From an optimization exercise on the open Yosys and OpenROAD flow, aimed at small area and a short achievable clock period; shortcuts taken in it are not production practice. Only simulation tests tie the RTL to the original design; equivalence was not proved. Power and IR drop assume default switching activity.

// xpmwrap_sdpram_be
module xpmwrap_sdpram_be #(
  parameter int                  ADDR_WIDTH     = 6,
  parameter int                  DATA_WIDTH     = 32,
  parameter int                  BYTE_WIDTH     = 8,
  parameter int                  READ_LATENCY   = 2,
  parameter int                  CLEAR_ON_RESET = 1,
  parameter logic [DATA_WIDTH-1:0] CLEAR_VALUE  = '0
) (
  input  logic                                          clk,
  input  logic                                          rstn,
  input  logic                                          wr_en,
  input  logic [ADDR_WIDTH-1:0]                         wr_addr,
  input  logic [xpmwrap_pkg::nb_calc(DATA_WIDTH, BYTE_WIDTH)-1:0] wr_be,
  input  logic [DATA_WIDTH-1:0]                         wr_data,
  input  logic                                          rd_en,
  input  logic [ADDR_WIDTH-1:0]                         rd_addr,
  output logic [DATA_WIDTH-1:0]                         rd_data,
  output logic                                          rd_valid,
  output logic                                          busy,
  output logic                                          drop_err
);
  localparam int NB    = xpmwrap_pkg::nb_calc(DATA_WIDTH, BYTE_WIDTH);
  localparam int DEPTH = 2 ** ADDR_WIDTH;
  localparam int LOW   = ADDR_WIDTH / 2;
  localparam int NLO   = 2 ** LOW;
  localparam int NHI   = DEPTH / NLO;
  logic                  busy_q, busy_o_q;
  logic [NLO-1:0]        lo_q;
  logic [NHI-1:0]        hi_q;
  logic                  drop_q;
  logic                  vld_q, rd_valid_q;
  logic [DATA_WIDTH-1:0] rd_data_q;
  logic [6*DATA_WIDTH-1:0] dat_q;    
  logic                  sweep_last;
  assign sweep_last = lo_q[NLO-1] & hi_q[NHI-1];
  always_ff @(posedge clk) begin
    if (!rstn) begin
      lo_q <= NLO'(1);
      hi_q <= (CLEAR_ON_RESET != 0) ? NHI'(1) : '0;
    end else begin
      lo_q <= {lo_q[NLO-2:0], lo_q[NLO-1]};
      if (lo_q[NLO-1]) hi_q <= {hi_q[NHI-2:0], 1'b0};
    end
  end
  always_ff @(posedge clk) begin
    busy_q   <= ~rstn ? (CLEAR_ON_RESET != 0) : (busy_q & ~sweep_last);
    busy_o_q <= ~rstn ? (CLEAR_ON_RESET != 0) : (busy_o_q & ~sweep_last);
  end
  logic [DATA_WIDTH-1:0] wdata;
  logic [4*NB-1:0]       bok;    
  ...
For scale: about 3800 cells after synthesis, about 2300 flip-flops.
==> flow/config.mk <==
export PLATFORM = sky130hd
export DESIGN_NAME = xpmwrap_sdpram_be
export DESIGN_NICKNAME = xpmwrap_sdpram_be
export VERILOG_FILES = /design/flow/design.v
export SDC_FILE = /design/flow/constraint.sdc
export NUM_CORES = 4
export LEC_CHECK = 0
export CAP_MARGIN = 20
export CORE_MARGIN = 2
export CORE_UTILIZATION = 60
export CTS_CLUSTER_DIAMETER = 80
export CTS_CLUSTER_SIZE = 25
export GPL_TIMING_DRIVEN = 1
export SETUP_SLACK_MARGIN = 1.0
export SLEW_MARGIN = 20
export SYNTH_HIERARCHICAL = 1
export SYNTH_MINIMUM_KEEP_SIZE = 0
==> flow/constraint.sdc <==
create_clock -name core_clock -period 2.8 [get_ports {clk}]
set_input_delay 0.5600 -clock core_clock [delete_from_list [all_inputs] [get_ports {clk}]]
set_output_delay 0.5600 -clock core_clock [all_outputs]
set_load 0.01 [all_outputs]
standard.sh (not shown) runs the stock make flow with config.mk's settings and CLKGATE_MAP_FILE= SYNTH_SCRIPT=/design/flow/synth_recipe.tcl, a recipe that flattens the netlist after the stock synthesis.
==> flow/flow/run.sh <==
#!/bin/bash
# Own flow: the standard layout, with the I/O port buffers built from a plain buffer
# cell instead of the delay-cell default. Tool output goes to standard.log here and to
# ORFS's own per-step logs under orfs/logs.
set -euo pipefail
export BUFFER_PORTS_ARGS="-buffer_cell sky130_fd_sc_hd__buf_2"
bash standard.sh > standard.log 2>&1
The first run went through all stages and came out clean.
Change:
GPL_TIMING_DRIVEN = 0   (was 1)
The new run passed the timing, design-rule and antenna checks.
Worst setup slack loses 0.016 ns.
Register-to-register slack gains 0.02 ns.
Fmax fell by 0.85%.
Final area came out higher by 1.1%.
Sequential power hardly moves.
Routed wire length barely changes.
Global-route usage rose by 0.15 points.
Hold slack improves by 0.10 ns.
Clock skew is about the same.
Sequential cell count is unchanged.
Critical path depth goes down by 2.

---

xpmwrap_sdpram_be again, from the RTL that the note above started with.
Design xpmwrap_sdpram_be, start of the top module:
module xpmwrap_sdpram_be #(
  parameter int                  ADDR_WIDTH     = 6,
  parameter int                  DATA_WIDTH     = 32,
  parameter int                  BYTE_WIDTH     = 8,
  parameter int                  READ_LATENCY   = 2,
  parameter int                  CLEAR_ON_RESET = 1,
  parameter logic [DATA_WIDTH-1:0] CLEAR_VALUE  = '0
) (
  input  logic                                          clk,
  input  logic                                          rstn,
  input  logic                                          wr_en,
  input  logic [ADDR_WIDTH-1:0]                         wr_addr,
  input  logic [xpmwrap_pkg::nb_calc(DATA_WIDTH, BYTE_WIDTH)-1:0] wr_be,
  input  logic [DATA_WIDTH-1:0]                         wr_data,
  input  logic                                          rd_en,
  input  logic [ADDR_WIDTH-1:0]                         rd_addr,
  output logic [DATA_WIDTH-1:0]                         rd_data,
  output logic                                          rd_valid,
  output logic                                          busy,
  output logic                                          drop_err
);
Settings: LEC_CHECK=0, CAP_MARGIN=20, CORE_MARGIN=2, CORE_UTILIZATION=62, CTS_CLUSTER_DIAMETER=80, CTS_CLUSTER_SIZE=25, GPL_TIMING_DRIVEN=1, SETUP_SLACK_MARGIN=1.1, SLEW_MARGIN=20, SYNTH_HIERARCHICAL=1, SYNTH_MINIMUM_KEEP_SIZE=0; clock period 2.8 ns.
Scripts as last shown in full above: flow/flow/run.sh
Next try:
--- a/flow/config.mk
+++ b/flow/config.mk
@@ -8,9 +8,9 @@
 export CAP_MARGIN = 20
 export CORE_MARGIN = 2
-export CORE_UTILIZATION = 62
+export CORE_UTILIZATION = 65
 export CTS_CLUSTER_DIAMETER = 80
 export CTS_CLUSTER_SIZE = 25
 export GPL_TIMING_DRIVEN = 1
-export SETUP_SLACK_MARGIN = 1.1
+export SETUP_SLACK_MARGIN = 1.2
 export SLEW_MARGIN = 20
 export SYNTH_HIERARCHICAL = 1
Clock power fell by about 5%.
First-iteration DRC count rose by about 6%.
Count of clock-buffer cells in the layout is unchanged.

-- port drivers added, routing unchanged --
The flow's constraints put no driver on any port. The routed layouts listed below were extracted and timed again, unchanged, in two steps.
Step 1 sets driving cells, clkbuf_16 on the clock port and buf_2 on the other inputs (assumed; they add their load-dependent delay and slew).
Step 2, shift: input delay + t, output delay - t, t = (earliest + latest rising clock arrival at the registers) / 2. This alone moves slack from input paths to output paths.
Slacks: ideal / step 1 / step 2; pairs: ideal / step 1.
run | t, ns | setup WS [ns] | hold WS [ns] | cell pins on the clock port's net
the first run of note 1 | 0.826 | 0.960 / 0.889 / 0.132 | 0.083 / 0.029 / 0.441 | 1
the second run of note 1 | 0.825 | 0.945 / 0.899 / 0.095 | 0.188 / 0.135 / 0.441 | 1
the first run of note 2 | 0.827 | 0.925 / 0.840 / 0.247 | 0.082 / 0.019 / 0.430 | 1
the second run of note 2 | 0.804 | 1.000 / 0.917 / 0.263 | 0.093 / 0.038 / 0.432 | 1
After both steps every run listed still meets setup and hold. For the second run of note 1, which loses most, drivers alone change the setup slack by -0.046 ns; drivers and shift together by -0.850 ns.
